This is an optimization exercise on Yosys and OpenROAD, whose aim is small area, a short achievable clock period and few clock cycles per item, not a production implementation.
Function was checked by simulation only, so behaviour that the tests miss may differ from the original.

==> flow/design.v (outline; a module is shown in full before it is edited, if it fits) <==
// module pow_stream: 3240 lines
module pow_stream #(
  parameter int DATA_W = 32,
  parameter int EXP_W  = 3,
  parameter int ID_W   = 1
) (
  input  logic              clk,
  input  logic              aresetn,
  input  logic              s_tvalid,
  output logic              s_tready,
  input  logic [DATA_W-1:0] s_tdata,
  input  logic [EXP_W-1:0]  s_texp,
  input  logic [ID_W-1:0]   s_tid,
  input  logic              s_tlast,
  output logic              m_tvalid,
  input  logic              m_tready,
  output logic [DATA_W-1:0] m_tdata,
  output logic [ID_W-1:0]   m_tid,
  output logic              m_tlast,
  output logic              m_tovf
);
  // ...
==> flow/run.sh <==
#!/bin/bash
# synth_recipe.tcl (not shown) runs the flow's synth.tcl, then flattens the netlist and writes it again
# the make line also repeats each setting of config.mk as NAME=value (left out here)
make -C /OpenROAD-flow-scripts/flow DESIGN_CONFIG=/design/flow/config.mk WORK_HOME=/design/flow/orfs CLKGATE_MAP_FILE= SYNTH_SCRIPT=/design/flow/synth_recipe.tcl finish
==> flow/config.mk <==
export PLATFORM = sky130hd
export DESIGN_NAME = pow_stream
export DESIGN_NICKNAME = pow_stream
export VERILOG_FILES = /design/flow/design.v
export SDC_FILE = /design/flow/constraint.sdc
export NUM_CORES = 4
export LEC_CHECK = 0
export CAP_MARGIN = 20
export CORE_MARGIN = 2
export CORE_UTILIZATION = 40
export SETUP_SLACK_MARGIN = 3.5
export SLEW_MARGIN = 20
export TNS_END_PERCENT = 0
==> flow/constraint.sdc <==
create_clock -name core_clock -period 7.6 [get_ports {clk}]
set_input_delay 1.5200 -clock core_clock [delete_from_list [all_inputs] [get_ports {clk}]]
set_output_delay 1.5200 -clock core_clock [all_outputs]
set_load 0.01 [all_outputs]
==> notes.md, run 1 <==
- CTS tree: done
- Buffers outside the clock class: between 200 and 250
- GR met3 Demand/Resource: between 4 and 5%
- Fin crit period: between 4 and 5 ns
- Post-synthesis cell area: approximately 22000 µm²
- Synth cell count leaders: dfxtp_1 (227), fa_1 (200), nand2_1 (200)
- Syn_area_per_cell: between 9 and 10 µm²
- GR Overflow Total: 0
- Largest register FFs: between 40 and 50
- Worst setup path startpoint: m_tready
- Area growth syn-to-layout: 19.4%
- Drt wl/cell: approximately 24 µm
- Clock slew at reported path FFs: roughly 0.060 ns
- Xor and xnor area share after synthesis: 9.69%
- Critical Path End: s_tready
- Sink Count: a little over 300
- Met1 Use GR: 32.9%
- Inverters: 147
- Post-synthesis compound-gate area fraction: about a fifth
- Critical R2R Launch: a_enc[25]$_DFF_P_
- Syn_nets: approximately 2600
- Status: timing/DRC/antenna clean
- Top delay family on crit path: simple AND/OR/NAND/NOR gates
- Dpl hpwl: about 50 mm
- Drt pass-1 iters: 7
- Final hold violations: 0
- Most common cell after layout, fill and taps aside: nand2_1
- Synth area leader: dfxtp_1
- IO Port Bufs: 76
- Gpl congestion: approximately 0.93
- Total Neg Setup Slack: 0 ns
- Largest fanout on the critical path: 2
- YS warnings: 1
- Routed wl met3: between 5 and 6 mm
- Most flop-heavy register: a_enc
Testbench counts, summed over its fixed seeds: cycles 18,241, items 8,000.
==> run 2: changes to the inputs <==
--- a/flow/config.mk
+++ b/flow/config.mk
@@ -8,6 +8,6 @@
 export CAP_MARGIN = 20
 export CORE_MARGIN = 2
 export CORE_UTILIZATION = 40
-export SETUP_SLACK_MARGIN = 3.5
+export SETUP_SLACK_MARGIN = 5.0
 export SLEW_MARGIN = 20
 export TNS_END_PERCENT = 0
==> notes.md, run 2 <==
- Fin crit period: 4.05 ns (was 4.15 ns)
- Via count: 18318 (was 18189)
- CP Capture Type: flop (was output port)
- Initial DRC Count: 1805 (was 2032)
- Post-synthesis compound-gate area fraction: 21.2% (unchanged)
- CTS buffer count: 35 (was 36)
- Largest fanout on the critical path: 7 (was 2)
- RSZ-0062 raised after global routing: yes (unchanged)
- Data required, critical path: 8.06 ns (was 6.08 ns)
- Synth Area in Simple Gates: 7.62% (unchanged)
- GR Overflow Total: 0 (unchanged)
- Mux cell area share after synthesis: 1.94% (unchanged)
- Max-slew headroom: 28.1% (was 27.1%)
- GRT Resource Usage Total: 26.1% (was 25.1%)
- Rows: 86 (unchanged)
- Final hold violations: 0 (unchanged)
- Synth cell count leaders: dfxtp_1 (227), fa_1 (200), nand2_1 (200) (unchanged)
- DIE AREA: 57900 µm² (unchanged)
- Fmax: 0.247 GHz (was 0.241 GHz)
- Ys flop type: dfxtp_1 (unchanged)
- Syn_nets: 2581 (unchanged)
- Kind of critical path: reg -> reg (was in -> out)
- Synth top area cells: dfxtp_1 (20%), fa_1 (18%), edfxtp_1 (9.4%) (unchanged)
- Status: timing/DRC/antenna clean (unchanged)
- Cts hold-fix bufs: 0 (unchanged)
- Largest net degree at the start of global routing: 71 (unchanged)
- First-pass GRT wire length: 114 mm (was 110 mm)
- Synth area leader: dfxtp_1 (unchanged)
- Total Neg Setup Slack: 0 ns (unchanged)
- Die Ht: 241 µm (unchanged)
- Min-delay src: a_x[8]$_DFF_P_ (was a_x[20]$_DFF_P_)
- Main combinational cell family by area after synthesis: adder cells (unchanged)
- Dpl hpwl: 49.9 mm (was 50.0 mm)
- Initial core utilization: 40.6% (unchanged)
- Wirelength, routed: 73.9 mm (was 73.0 mm)
- Area growth syn-to-layout: 19.9% (was 19.4%)
- Area of the core: 55200 µm² (unchanged)
- Max cap viols: 0 (unchanged)
- Count leader, synth: dfxtp_1 (unchanged)
- Xor and xnor area share after synthesis: 9.69% (unchanged)
- Number of global-route vias before repair: 18721 (was 17927)
- Syn_area_per_cell: 9.96 µm² (unchanged)
- Drt pass-1 iters: 7 (unchanged)
- R2R Setup Slk: 3.55 ns (was 3.48 ns)
- Synth async-reset ratio: 2.62% (unchanged)
- Synthesis-stage register bit count: 305 (unchanged)
- Worst-margin pin slew: 1.08 ns (was 1.09 ns)
- Clock Path Buffers: 3 (unchanged)
- Worst-skew pair later-pin latency: 0.56 ns (was 0.57 ns)
- Share of the synthesized area in the top cell type: 20.3% (unchanged)
- Largest register FFs: 48 (unchanged)
- Startpoint types: flop (was input port)
- I/O pins: 78 (unchanged)
- IO Port Bufs: 76 (unchanged)
- EDFF count, synth: 70 (unchanged)
- Sequential area share after synthesis: 30.6% (unchanged)
- Post-synthesis cell count: 2250 (unchanged)
- Fin crit share: 53.3% (was 54.6%)
- Layout Nets: 2632 (was 2630)
- Max-slew violation count: 0 (unchanged)
- Sink Count: 305 (unchanged)
- Finished Core Util: 48.6% (was 48.5%)
- Die Wd: 241 µm (unchanged)
- Hold Path Sink: c_x[8]$_DFF_P_ (was c_x[20]$_DFF_P_)
- Share of layout cells above drive strength 1: 18.3% (was 17.7%)
- ANT nets after route: 0 (unchanged)
- Critical R2R Launch: a_enc[22]$_DFF_P_ (was a_enc[25]$_DFF_P_)
- Final setup fails: 0 (unchanged)
- FF/Latch Area: 6990 µm² (about the same)
- Routed vias/inst: 5.95 (was 5.92)
- Drt wl/cell: 24.0 µm (was 23.7 µm)
- Slowest cell on the critical path: fa_2 (was dlygate4sd2_1)
- Worst R2R Path Depth: 13 (was 14)
- Most frequent cells in the layout: nand2_1 (197), fa_1 (174), dfxtp_1 (174), xor2_1 (168), a22oi_1 (154) (was nand2_1 (196), fa_1 (177), dfxtp_1 (175), xor2_1 (168), a22oi_1 (159))
- Initial antenna violation count: 0 (unchanged)
- Multi-input logic area: 14600 µm² (was 14500 µm²)
- Worst path arrival time: 4.51 ns (was 2.63 ns)
- Most flop-heavy register: a_enc (unchanged)
- Worst setup path startpoint: a_enc[22]$_DFF_P_ (was m_tready)
- Crit-path max cell delay: 0.54 ns (was 0.23 ns)
- Adder-Cell Fraction of Synth Area: 22.9% (unchanged)
- Most common cell after layout, fill and taps aside: nand2_1 (unchanged)
- Most frequent CP cell: fa_2
- CTS H-tree lvls: 2 (unchanged)
- Fillers: 4964 (was 4934)
- Synth cell types: 86 (unchanged)
- Hold WC Path Type: reg -> reg (unchanged)
- # DRC: 0 (unchanged)
- Clock slew at reported path FFs: 0.06 ns (about the same)
- FF-to-FF End: c_s1[29]$_DFF_P_ (was c_s1[30]$_DFF_P_)
- Setup Skew: 0.0210 ns (was 0.0275 ns)
- WHS Path Cells: 0 (unchanged)
- YS warnings: 1 (unchanged)
- Worst-path cell chain: buf_12 -> clkinvlp_4 -> buf_4 -> o221ai_2 -> nand2_1 -> fa_2 -> fa_2 -> fa_1 -> fa_2 -> fa_1 -> fa_2 -> inv_1 -> ha_1 (was dlygate4sd2_1 -> nand2b_4 -> nand4_1 -> and3_4 -> buf_12 -> nor2_4 -> and2_4 -> buf_6)
- Gpl congestion: 0.909 (was 0.927)
- Root Driver: clkbuf_16 (unchanged)
- CTS tree: done (unchanged)
- Post-synthesis cell area: 22400 µm² (unchanged)
[run 2: critical path: cells and delay by family (launching register included)]
| kind | cells | cell delay [ns] |
|---|---|---|
| buffers and inverters | 4 | 0.51 |
| AO/OA/AOI/OAI | 1 | 0.14 |
| AND/OR/NAND/NOR | 1 | 0.09 |
| adder cells (fa/ha/maj) | 7 | 2.86 |
| flip-flops | 1 | 0.36 |
[run 2: kinds of logic (layout without fill, tap and decap cells)]
kind of cell             count (synthesis)  count (layout)
AND/OR/NAND/NOR                        384             384
other                                    1               2
adder cells (fa/ha/maj)                290             290
buffers and inverters                  358             436
XOR/XNOR                               241             241
multiplexers                            39              39
AO/OA/AOI/OAI                          632             632
flip-flops                             305             305
[run 2: worst max-delay path by stage]
| stage | endpoint | slack [ns] |
|---|---|---|
| after floorplan | c_s1[30]$_DFF_P_ | 3.67 |
| after global placement | s_tready | 2.38 |
| after detailed placement | s_tready | 2.32 |
| after CTS | c_s1[30]$_DFF_P_ | 3.56 |
| after global routing | c_s1[30]$_DFF_P_ | 3.47 |
| final | c_s1[29]$_DFF_P_ | 3.55 |
[run 2: repair_timing]
action                                  in CTS  in global routing
pin swaps                                   27                 15
resized for setup                          192                 33
buffers inserted                            69                 15
endpoints found under the setup margin     342                328
cloned                                      15                  3
hold endpoints to repair                     0                  0
[run 2: per-layer routing]
| layer | share of wire (%) | vias up | wire [µm] | global-route usage [%] |
|---|---|---|---|---|
| li1 | - | 8078 | - | - |
| met5 | 0 | - | 0 | 0 |
| met3 | 9.0 | 228 | 6630 | 5.39 |
| met2 | 46 | 922 | 34000 | 42.0 |
| met4 | 5.3 | 0 | 3900 | 12.5 |
| met1 | 40 | 9090 | 29400 | 33.6 |
[run 2: through the flow]
stage | cell area, µm² | instances | worst slack (ns) | hold slack (ns)
5_1_grt | 26900 | 3076 | 3.47 | 0.330
3_3_place_gp | 23700 | 2908 | 2.38 | 0.311
2_1_floorplan | 22800 | 2250 | 3.67 | 0.310
3_5_place_dp | 23700 | 2908 | 2.32 | 0.312
4_1_cts | 26500 | 3056 | 3.56 | 0.323
6_report | 26900 | 3077 | 3.55 | 0.324
[run 2: layout make-up]
class	count	area share (%)
diodes	1	0.00932
clock buffers	46	3.61
clock inverters	18	0.680
inverters	144	2.26
multi-input cells	1587	54.2
flip-flops and latches	305	26.0
well taps	748	3.49
repair buffers	225	9.66
repair inverters	3	0.0652
==> run 3: changes to the inputs <==
--- a/flow/config.mk
+++ b/flow/config.mk
@@ -7,7 +7,7 @@
 export LEC_CHECK = 0
 export CAP_MARGIN = 20
 export CORE_MARGIN = 2
-export CORE_UTILIZATION = 40
-export SETUP_SLACK_MARGIN = 5.0
+export CORE_UTILIZATION = 30
+export SETUP_SLACK_MARGIN = 4.5
 export SLEW_MARGIN = 20
 export TNS_END_PERCENT = 0
==> notes.md, run 3 <==
- Status: timing/DRC/antenna clean (unchanged)
- Largest net degree at the start of global routing: 71 (unchanged)
- Routed vias/inst: 5.63 (was 5.95)
- Largest register FFs: 48 (unchanged)
- Synthesis-stage register bit count: 305 (unchanged)
- YS warnings: 1 (unchanged)
- IO Port Bufs: 76 (unchanged)
- Sink Count: 305 (unchanged)
- Synth cell count leaders: dfxtp_1 (227), fa_1 (200), nand2_1 (200) (unchanged)
- Gpl congestion: 0.912 (was 0.909)
- Most frequent cells in the layout: nand2_1 (195), dfxtp_1 (178), fa_1 (170), xor2_1 (159), a22oi_1 (155) (was nand2_1 (197), fa_1 (174), dfxtp_1 (174), xor2_1 (168), a22oi_1 (154))
- Sequential area share after synthesis: 30.6% (unchanged)
- Post-synthesis cell area: 22400 µm² (unchanged)
- Slowest cell on the critical path: fa_1 (was fa_2)
- Max-slew headroom: 27.2% (was 28.1%)
- Worst-skew pair later-pin latency: 0.55 ns (was 0.56 ns)
- GRT Resource Usage Total: 19.3% (was 26.1%)
- Via count: 18500 (was 18318)
- Data required, critical path: 8.01 ns (was 8.06 ns)
- Area growth syn-to-layout: 20.7% (was 19.9%)
- Root Driver: clkbuf_16 (unchanged)
- Critical R2R Launch: a_enc[36]$_DFF_P_ (was a_enc[22]$_DFF_P_)
- # DRC: 0 (unchanged)
- Initial DRC Count: 2392 (was 1805)
- Rows: 100 (was 86)
- Synth async-reset ratio: 2.62% (unchanged)
- Post-synthesis cell count: 2250 (unchanged)
- GR Overflow Total: 0 (unchanged)
- Kind of critical path: reg -> reg (unchanged)
- Diodes inserted: 0 (was 1)
- Die Wd: 277 µm (was 241 µm)
- CTS H-tree lvls: 2 (unchanged)
- Most flop-heavy register: a_enc (unchanged)
- Clock slew at reported path FFs: 0.06 ns (about the same)
- Area of the core: 74200 µm² (was 55200 µm²)
- Worst path arrival time: 4.45 ns (was 4.51 ns)
- Cts hold-fix bufs: 0 (unchanged)
- Initial antenna violation count: 1 (was 0)
- Worst-margin pin slew: 1.09 ns (was 1.08 ns)
- EDFF count, synth: 70 (unchanged)
- Syn_area_per_cell: 9.96 µm² (unchanged)
- Max-slew violation count: 0 (unchanged)
- Hold WS: 0.318 ns (was 0.324 ns)
- RSZ-0062 raised after global routing: yes (unchanged)
- Total Neg Setup Slack: 0 ns (unchanged)
- Most frequent CP cell: fa_1 (was fa_2)
- Layout Nets: 2622 (was 2632)
- Final hold violations: 0 (unchanged)
- Synth cell types: 86 (unchanged)
- CTS buffer count: 35 (unchanged)
- CP Capture Type: flop (unchanged)
- Drt wl/cell: 23.0 µm (was 24.0 µm)
- Synth area leader: dfxtp_1 (unchanged)
- Largest fanout on the critical path: 6 (was 7)
- Final setup fails: 0 (unchanged)
- Setup ws final: 3.56 ns (was 3.55 ns)
- Worst-path cell chain: buf_12 -> xor2_1 -> a22oi_1 -> fa_1 -> fa_1 -> inv_1 -> fa_1 -> inv_1 -> fa_1 -> fa_2 -> inv_1 -> fa_1 (was buf_12 -> clkinvlp_4 -> buf_4 -> o221ai_2 -> nand2_1 -> fa_2 -> fa_2 -> fa_1 -> fa_2 -> fa_1 -> fa_2 -> inv_1 -> ha_1)
- Startpoint types: flop (unchanged)
- Dpl hpwl: 50.3 mm (was 49.9 mm)
- Hold WC Path Type: reg -> reg (unchanged)
- Fin crit period: 4.04 ns (was 4.05 ns)
- CTS tree: done (unchanged)
- Most common cell after layout, fill and taps aside: nand2_1 (unchanged)
- Clock Path Buffers: 3 (unchanged)
- Finished Core Util: 36.4% (was 48.6%)
- Max cap viols: 0 (unchanged)
- Wirelength, routed: 75.5 mm (was 73.9 mm)
- Share of the synthesized area in the top cell type: 20.3% (unchanged)
- Die Ht: 277 µm (was 241 µm)
- Fmax: 0.248 GHz (was 0.247 GHz)
- ANT nets after route: 0 (unchanged)
- Share of layout cells above drive strength 1: 18.3% (about the same)
- Min-delay src: a_ops[0]$_DFF_P_ (was a_x[8]$_DFF_P_)
- Synth top area cells: dfxtp_1 (20%), fa_1 (18%), edfxtp_1 (9.4%) (unchanged)
- Fin crit share: 53.1% (was 53.3%)
- Initial core utilization: 30.2% (was 40.6%)
- Place WS: 2.33 ns (was 2.32 ns)
- Count leader, synth: dfxtp_1 (unchanged)
- DIE AREA: 76900 µm² (was 57900 µm²)
- Syn_nets: 2581 (unchanged)
- I/O pins: 78 (unchanged)
- Number of global-route vias before repair: 18789 (was 18721)
- Setup Skew: 0.0201 ns (was 0.0210 ns)
- Ys flop type: dfxtp_1 (unchanged)
- First-pass GRT wire length: 115 mm (was 114 mm)
- Crit-path max cell delay: 0.55 ns (was 0.54 ns)
- Worst setup path startpoint: a_enc[36]$_DFF_P_ (was a_enc[22]$_DFF_P_)
- Drt pass-1 iters: 8 (was 7)
run 3: cell counts after synthesis:
Identical to the previous run, type by type.
run 3: metal layers:
layer	GRT usage, %	share of wire [%]
met1	24.6	40
met2	31.4	46
met3	3.43	8.8
met4	9.73	5.7
met5	0	0.013
run 3: timing repair:
item | CTS | global route
resized for setup | 189 | 52
cloned | 14 | 3
setup endpoints to repair | 260 | 141
setup buffers | 56 | 21
pin swaps | 14 | 21
run 3: logic make-up (layout without fill, tap and decap cells):
group | Yosys count | in the layout | share of synthesized area [%]
mux | 39 | 39 | 1.94
compound gates | 632 | 632 | 21.2
xor+xnor | 241 | 241 | 9.69
other cells | 1 | 1 | 0.0167
fa+ha+maj | 290 | 290 | 22.9
simple gates | 384 | 384 | 7.62
flops | 305 | 305 | 30.6
buf+inv | 358 | 426 | 6.11
run 3: worst paths after layout:
path                                       endpoint  slack, ns  cells after the start
min in group asynchronous       t_in[0]$_DFFE_PN0P_       1.01                      1
worst min-delay path               c_ops[0]$_DFF_P_       0.32                      0
worst min register to register     c_ops[0]$_DFF_P_       0.32                      0
worst max-delay path               c_s1[30]$_DFF_P_       3.56                     12
max in group asynchronous       t_in[1]$_DFFE_PN0P_       6.29                      1
worst max register to register     c_s1[30]$_DFF_P_       3.56                     12
run 3: worst max-delay path: cells and delay by family (launching register included):
family                     cells  cell delay [ns]
AOI/OAI and AO/OA              1             0.13
xor gates and xnor gates       1             0.20
adders and majority gates      6             2.76
buffers and inverters          4             0.34
DFF                            1             0.47
run 3: area by class of cell:
type / instances / area [µm²]
inverter: 144 / 594
timing repair inverter: 4 / 22.5
clock buffer: 45 / 985
timing repair buffer: 214 / 2450
clock inverter: 19 / 143
fill: 7182 / 47200
multi-input combinational: 1587 / 14700
sequential: 305 / 6980
tap: 969 / 1210
run 3: metrics by stage:
step / std cells / instance area, µm²
after CTS: 3262 / 26500
after floorplan: 2250 / 22800
after global routing: 3287 / 27000
after detailed placement: 3128 / 24000
final: 3287 / 27000
after global placement: 3128 / 24000
==> run 4: changes to the inputs <==
--- a/flow/config.mk
+++ b/flow/config.mk
@@ -7,7 +7,7 @@
 export LEC_CHECK = 0
 export CAP_MARGIN = 20
 export CORE_MARGIN = 2
-export CORE_UTILIZATION = 30
+export CORE_UTILIZATION = 40
 export SETUP_SLACK_MARGIN = 4.5
 export SLEW_MARGIN = 20
 export TNS_END_PERCENT = 0
==> notes.md, run 4 <==
- Initial core utilization: 40.6% (was 30.2%)
- Most frequent CP cell: fa_2 (was fa_1)
- Die Wd: 241 µm (was 277 µm)
- # DRC: 0 (unchanged)
- Largest register FFs: 48 (unchanged)
- RSZ-0062 raised after global routing: yes (unchanged)
- Worst path arrival time: 4.51 ns (was 4.45 ns)
- Place WS: 2.32 ns (was 2.33 ns)
- Drt wl/cell: 24.0 µm (was 23.0 µm)
- Kind of critical path: reg -> reg (unchanged)
- Total Neg Setup Slack: 0 ns (unchanged)
- Cts hold-fix bufs: 0 (unchanged)
- Syn_area_per_cell: 9.96 µm² (unchanged)
- Status: timing/DRC/antenna clean (unchanged)
- Routed vias/inst: 5.95 (was 5.63)
- Sink Count: 305 (unchanged)
- Final hold violations: 0 (unchanged)
- Max-slew violation count: 0 (unchanged)
- Wirelength, routed: 73.9 mm (was 75.5 mm)
- Root Driver: clkbuf_16 (unchanged)
- Max-slew headroom: 28.1% (was 27.2%)
- Initial DRC Count: 1805 (was 2392)
- Initial antenna violation count: 0 (was 1)
- Fillers: 4964 (was 7182)
- Synth area leader: dfxtp_1 (unchanged)
- Via count: 18318 (was 18500)
- Fin crit share: 53.3% (was 53.1%)
- Count leader, synth: dfxtp_1 (unchanged)
- Max cap viols: 0 (unchanged)
- Area of the core: 55200 µm² (was 74200 µm²)
- Largest net degree at the start of global routing: 71 (unchanged)
- YS warnings: 1 (unchanged)
- Synth cell types: 86 (unchanged)
- EDFF count, synth: 70 (unchanged)
- Dpl hpwl: 49.9 mm (was 50.3 mm)
- Drt pass-1 iters: 7 (was 8)
- Gpl congestion: 0.909 (was 0.912)
- Rows: 86 (was 100)
- Most common cell after layout, fill and taps aside: nand2_1 (unchanged)
- First-pass GRT wire length: 114 mm (was 115 mm)
- Setup Skew: 0.0210 ns (was 0.0201 ns)
- Finished Core Util: 48.6% (was 36.4%)
- GRT Resource Usage Total: 26.1% (was 19.3%)
- Synth cell count leaders: dfxtp_1 (227), fa_1 (200), nand2_1 (200) (unchanged)
- Post-synthesis cell count: 2250 (unchanged)
- FF/Latch Area: 6990 µm² (was 6980 µm²)
- Fmax: 0.247 GHz (was 0.248 GHz)
- Area growth syn-to-layout: 19.9% (was 20.7%)
- Syn_nets: 2581 (unchanged)
- Sequential area share after synthesis: 30.6% (unchanged)
- IO Port Bufs: 76 (unchanged)
- Worst-margin pin slew: 1.08 ns (was 1.09 ns)
- CTS tree: done (unchanged)
- Number of global-route vias before repair: 18721 (was 18789)
- Multi-input logic area: 14600 µm² (was 14700 µm²)
- Slowest cell on the critical path: fa_2 (was fa_1)
- Clock slew at reported path FFs: 0.06 ns (about the same)
- Worst-skew pair later-pin latency: 0.56 ns (was 0.55 ns)
- Post-synthesis cell area: 22400 µm² (unchanged)
- Share of layout cells above drive strength 1: 18.3% (about the same)
- Fin crit period: 4.05 ns (was 4.04 ns)
- Setup ws final: 3.55 ns (was 3.56 ns)
- Layout Nets: 2632 (was 2622)
- Most flop-heavy register: a_enc (unchanged)
- Synth async-reset ratio: 2.62% (unchanged)
- Crit-path max cell delay: 0.54 ns (was 0.55 ns)
- Largest fanout on the critical path: 7 (was 6)
- Die Ht: 241 µm (was 277 µm)
- Hold WC Path Type: reg -> reg (unchanged)
- Worst-path cell chain: buf_12 -> clkinvlp_4 -> buf_4 -> o221ai_2 -> nand2_1 -> fa_2 -> fa_2 -> fa_1 -> fa_2 -> fa_1 -> fa_2 -> inv_1 -> ha_1 (was buf_12 -> xor2_1 -> a22oi_1 -> fa_1 -> fa_1 -> inv_1 -> fa_1 -> inv_1 -> fa_1 -> fa_2 -> inv_1 -> fa_1)
- ANT nets after route: 0 (unchanged)
- Final setup fails: 0 (unchanged)
- Synthesis-stage register bit count: 305 (unchanged)
- DIE AREA: 57900 µm² (was 76900 µm²)
- CTS buffer count: 35 (unchanged)
- CTS H-tree lvls: 2 (unchanged)
- I/O pins: 78 (unchanged)
- Most frequent cells in the layout: nand2_1 (197), fa_1 (174), dfxtp_1 (174), xor2_1 (168), a22oi_1 (154) (was nand2_1 (195), dfxtp_1 (178), fa_1 (170), xor2_1 (159), a22oi_1 (155))
- Share of the synthesized area in the top cell type: 20.3% (unchanged)
- Data required, critical path: 8.06 ns (was 8.01 ns)
- R2R Setup Slk: 3.55 ns (was 3.56 ns)
- CP Capture Type: flop (unchanged)
- Cell Area, Placed: 23700 µm² (was 24000 µm²)
- Clock Path Buffers: 3 (unchanged)
- Synth top area cells: dfxtp_1 (20%), fa_1 (18%), edfxtp_1 (9.4%) (unchanged)
- Ys flop type: dfxtp_1 (unchanged)
- GR Overflow Total: 0 (unchanged)
- Final instance area: 26900 µm² (was 27000 µm²)
- Startpoint types: flop (unchanged)
run 4: final timing paths:
kind	startpoint	depth (start not counted)	end
max in group asynchronous	aresetn	1	t_in[1]$_DFFE_PN0P_
setup / recovery	a_enc[22]$_DFF_P_	13	c_s1[29]$_DFF_P_
min in group asynchronous	aresetn	1	o_v$_DFFE_PN0P_
hold / removal	a_x[8]$_DFF_P_	0	c_x[8]$_DFF_P_
setup reg to reg	a_enc[22]$_DFF_P_	13	c_s1[29]$_DFF_P_
hold reg to reg	a_x[8]$_DFF_P_	0	c_x[8]$_DFF_P_
run 4: layout make-up:
type / instances / share of cell area (%)
well taps: 748 / 3.49
clock buffers: 46 / 3.61
multi-input cells: 1587 / 54.2
repair inverters: 3 / 0.0652
diodes: 1 / 0.00932
repair buffers: 225 / 9.66
flip-flops and latches: 305 / 26.0
inverters: 144 / 2.26
clock inverters: 18 / 0.680
run 4: repair_timing:
item,CTS,global route
endpoints found under the hold margin,0,0
setup buffers,69,15
cloned,15,3
endpoints found under the setup margin,239,172
pin swaps,27,15
resized for setup,192,33
run 4: cells by family after synthesis:
family,synth area share [%]
buffers and inverters,6.11
AOI/OAI and AO/OA,21.2
and+or+nand+nor,7.62
muxes,1.94
xor gates and xnor gates,9.69
other,0.0167
adders and majority gates,22.9
DFF,30.6
run 4: metrics by stage:
| step | hold slack (ns) | cells |
|---|---|---|
| 4_1_cts | 0.323 | 3056 |
| 2_1_floorplan | 0.310 | 2250 |
| 6_report | 0.324 | 3077 |
| 3_5_place_dp | 0.312 | 2908 |
| 3_3_place_gp | 0.311 | 2908 |
| 5_1_grt | 0.330 | 3076 |
run 4: worst max-delay path, delay by kind of cell, from the launching register on:
family,cells,cell delay (ns)
AO/OA/AOI/OAI,1,0.14
AND/OR/NAND/NOR,1,0.09
buffers and inverters,4,0.51
adder cells (fa/ha/maj),7,2.86
flip-flops,1,0.36
run 4: per-layer routing:
metal | vias up | part of all wire, % | track usage [%]
met5 | - | 0 | 0
met4 | 0 | 5.3 | 12.5
met3 | 228 | 9.0 | 5.39
met2 | 922 | 46 | 42.0
met1 | 9090 | 40 | 33.6
li1 | 8078 | - | -
==> run 5: changes to the inputs <==
--- a/flow/config.mk
+++ b/flow/config.mk
@@ -5,9 +5,9 @@
 export SDC_FILE = /design/flow/constraint.sdc
 export NUM_CORES = 4
 export LEC_CHECK = 0
-export CAP_MARGIN = 20
+export CAP_MARGIN = 0
 export CORE_MARGIN = 2
 export CORE_UTILIZATION = 40
 export SETUP_SLACK_MARGIN = 4.5
-export SLEW_MARGIN = 20
+export SLEW_MARGIN = 0
 export TNS_END_PERCENT = 0
==> notes.md, run 5 <==
- Drt wl/cell: 24.1 µm (was 24.0 µm)
- Initial core utilization: 40.6% (unchanged)
- I/O pins: 78 (unchanged)
- Share of layout cells above drive strength 1: 18.3% (about the same)
- Largest net degree at the start of global routing: 71 (unchanged)
- Share of the synthesized area in the top cell type: 20.3% (unchanged)
- Rows: 86 (unchanged)
- Most frequent cells in the layout: nand2_1 (197), fa_1 (174), dfxtp_1 (174), xor2_1 (168), a22oi_1 (154) (unchanged)
- Syn_area_per_cell: 9.96 µm² (unchanged)
- Critical Path End: c_s1[30]$_DFF_P_ (was c_s1[29]$_DFF_P_)
- ANT nets after route: 0 (unchanged)
- Max-slew violation count: 0 (unchanged)
- First-pass GRT wire length: 114 mm (unchanged)
- Initial antenna violation count: 0 (unchanged)
- CTS buffer count: 35 (unchanged)
- R2R Setup Slk: 3.55 ns (about the same)
- Clock slew at reported path FFs: 0.06 ns (about the same)
- Layout Nets: 2630 (was 2632)
- Hold WS: 0.321 ns (was 0.324 ns)
- Dpl hpwl: 49.9 mm (unchanged)
- Worst-skew pair later-pin latency: 0.57 ns (was 0.56 ns)
- Post-synthesis cell count: 2250 (unchanged)
- Startpoint types: flop (unchanged)
- Synth async-reset ratio: 2.62% (unchanged)
- Finished Core Util: 48.6% (about the same)
- Largest register FFs: 48 (unchanged)
- Synth cell count leaders: dfxtp_1 (227), fa_1 (200), nand2_1 (200) (unchanged)
- Fin crit share: 53.3% (about the same)
- Die Ht: 241 µm (unchanged)
- Most flop-heavy register: a_enc (unchanged)
- FF-to-FF End: c_s1[30]$_DFF_P_ (was c_s1[29]$_DFF_P_)
- Drt pass-1 iters: 6 (was 7)
- Post-route insts no fill: 3075 (was 3077)
- Sink Count: 305 (unchanged)
- Area of the core: 55200 µm² (unchanged)
- RSZ-0062 raised after global routing: yes (unchanged)
- YS warnings: 1 (unchanged)
- Synth area leader: dfxtp_1 (unchanged)
- DIE AREA: 57900 µm² (unchanged)
- Placed cells: 2908 (unchanged)
- Synthesis-stage register bit count: 305 (unchanged)
- Data required, critical path: 8.04 ns (was 8.06 ns)
- CTS tree: done (unchanged)
- Fin crit period: 4.05 ns (about the same)
- Area growth syn-to-layout: 19.7% (was 19.9%)
- Setup Skew: 0.0214 ns (was 0.0210 ns)
- Routed vias/inst: 5.93 (was 5.95)
- Critical R2R Launch: a_enc[19]$_DFF_P_ (was a_enc[22]$_DFF_P_)
- Number of global-route vias before repair: 18721 (unchanged)
- Total Neg Setup Slack: 0 ns (unchanged)
- Root Driver: clkbuf_16 (unchanged)
- Gpl congestion: 0.909 (unchanged)
- Die Wd: 241 µm (unchanged)
- Worst R2R Path Depth: 10 (was 13)
- Count leader, synth: dfxtp_1 (unchanged)
- Final setup fails: 0 (unchanged)
- CP Capture Type: flop (unchanged)
- Final hold violations: 0 (unchanged)
- Initial DRC Count: 1908 (was 1805)
- Max cap viols: 0 (unchanged)
- Wirelength, routed: 74.0 mm (was 73.9 mm)
- IO Port Bufs: 76 (unchanged)
- Worst setup path startpoint: a_enc[19]$_DFF_P_ (was a_enc[22]$_DFF_P_)
- Clock Path Buffers: 3 (unchanged)
- Syn_nets: 2581 (unchanged)
- EDFF count, synth: 70 (unchanged)
- Max-slew headroom: 25.9% (was 28.1%)
- Worst path arrival time: 4.49 ns (was 4.51 ns)
- # DRC: 0 (unchanged)
- Status: timing/DRC/antenna clean (unchanged)
- Post-synthesis cell area: 22400 µm² (unchanged)
- Synth top area cells: dfxtp_1 (20%), fa_1 (18%), edfxtp_1 (9.4%) (unchanged)
- GR Overflow Total: 0 (unchanged)
- Kind of critical path: reg -> reg (unchanged)
- GRT Resource Usage Total: 26.1% (unchanged)
- Largest fanout on the critical path: 8 (was 7)
- Hold WC Path Type: reg -> reg (unchanged)
- CTS H-tree lvls: 2 (unchanged)
- Most common cell after layout, fill and taps aside: nand2_1 (unchanged)
- Sequential area share after synthesis: 30.6% (unchanged)
- Via count: 18247 (was 18318)
- Synth cell types: 86 (unchanged)
- Worst-margin pin slew: 1.11 ns (was 1.08 ns)
- Fmax: 0.247 GHz (about the same)
- Ys flop type: dfxtp_1 (unchanged)
run 5: changes by cell type in the layout (fill, tap and decap cells not counted):
cell	before	now
buf_6	12	11
buf_12	25	24
run 5: layout make-up:
| cell class | instances | area, µm² |
|---|---|---|
| flip-flops and latches | 305 | 6990 |
| multi-input cells | 1587 | 14600 |
| clock buffers | 46 | 968 |
| repair inverters | 3 | 17.5 |
| repair buffers | 223 | 2560 |
| inverters | 144 | 606 |
| well taps | 748 | 936 |
| fillers | 4965 | 28400 |
| clock inverters | 18 | 183 |
| diodes | 1 | 2.50 |
run 5: kinds of logic (layout without fill, tap and decap cells):
family	Yosys count	count (layout)	synth area share [%]
AO/OA/AOI/OAI	632	632	21.2
AND/OR/NAND/NOR	384	384	7.62
buffers and inverters	358	434	6.11
flip-flops	305	305	30.6
adder cells (fa/ha/maj)	290	290	22.9
XOR/XNOR	241	241	9.69
multiplexers	39	39	1.94
other	1	2	0.0167
run 5: worst min-delay path by stage:
stage	start	end	slack (ns)	cells past startpoint
final	a_x[8]$_DFF_P_	c_x[8]$_DFF_P_	0.32	0
after global routing	a_x[11]$_DFF_P_	c_x[11]$_DFF_P_	0.33	0
after CTS	a_x[8]$_DFF_P_	c_x[8]$_DFF_P_	0.32	0
after detailed placement	a_x[18]$_DFF_P_	c_x[18]$_DFF_P_	0.31	0
after floorplan	a_id$_DFF_P_	c_id$_DFF_P_	0.31	0
after global placement	a_sel[0]$_DFF_P_	c_sel[0]$_DFF_P_	0.31	0
run 5: layer usage:
layer	up-vias	routed length, µm	global-route usage, %
li1	8071	-	-
met1	9014	29500	33.6
met2	937	34100	42.0
met3	225	6510	5.39
met4	0	3890	12.5
met5	-	0	0
run 5: timing repair:
item                                   CTS  global route
buffers inserted                        69            15
pin swaps                               27            15
hold buffers                             0             0
endpoints found under the hold margin    0             0
gates cloned                            15             3
gates resized for setup                192            33
setup endpoints to repair              239           225
run 5: stage by stage:
stage	setup WS, ns	cell area, µm²
floorplan	3.67	22800
global placement	2.38	23700
detailed placement	2.32	23700
CTS	3.56	26500
global route	3.47	26800
finish	3.55	26800
run 5: critical path: stages (launching register included):
cell,delay [ns]
dfxtp_4,0.38
buf_12,0.14
a221o_1,0.33
o21ai_2,0.10
fa_2,0.48
fa_2,0.41
fa_1,0.55
inv_2,0.04
fa_1,0.56
fa_1,0.47
fa_1,0.47

-- port drivers added, routing unchanged --
How much do the figures lean on ideal ports? The routed layouts below were timed once more, with nothing changed but the port constraints.
Step 1, drivers: a clkbuf_16 drives clk and a buf_2 each remaining input, both assumed.
Step 2 times the ports against the registers' clock, not the clock port: input delays grow and output delays shrink by t, the midpoint of the rising clock arrivals with the driver on.
Three values: no drivers, after step 1, after step 2; two values: the first two.
run | shift t [ns] | setup slack, ns | latest minus earliest clock arrival (ns) | worst data-port slew with drivers (ns) | pins driven straight from the clock port
run 1 | 0.619 | 3.454 / 3.438 / 3.354 | 0.029 / 0.029 | 0.05 | 1
run 2 | 0.613 | 3.549 / 3.549 / 3.270 | 0.021 / 0.021 | 0.06 | 1
run 3 | 0.611 | 3.563 / 3.540 / 3.074 | 0.020 / 0.020 | 0.07 | 1
run 4 | 0.613 | 3.549 / 3.549 / 3.270 | 0.021 / 0.021 | 0.06 | 1
run 5 | 0.615 | 3.552 / 3.552 / 3.274 | 0.022 / 0.021 | 0.06 | 1
After both steps every run listed still meets setup and hold. For run 3, which loses most, drivers alone change the setup slack by -0.023 ns; drivers and shift together by -0.489 ns.
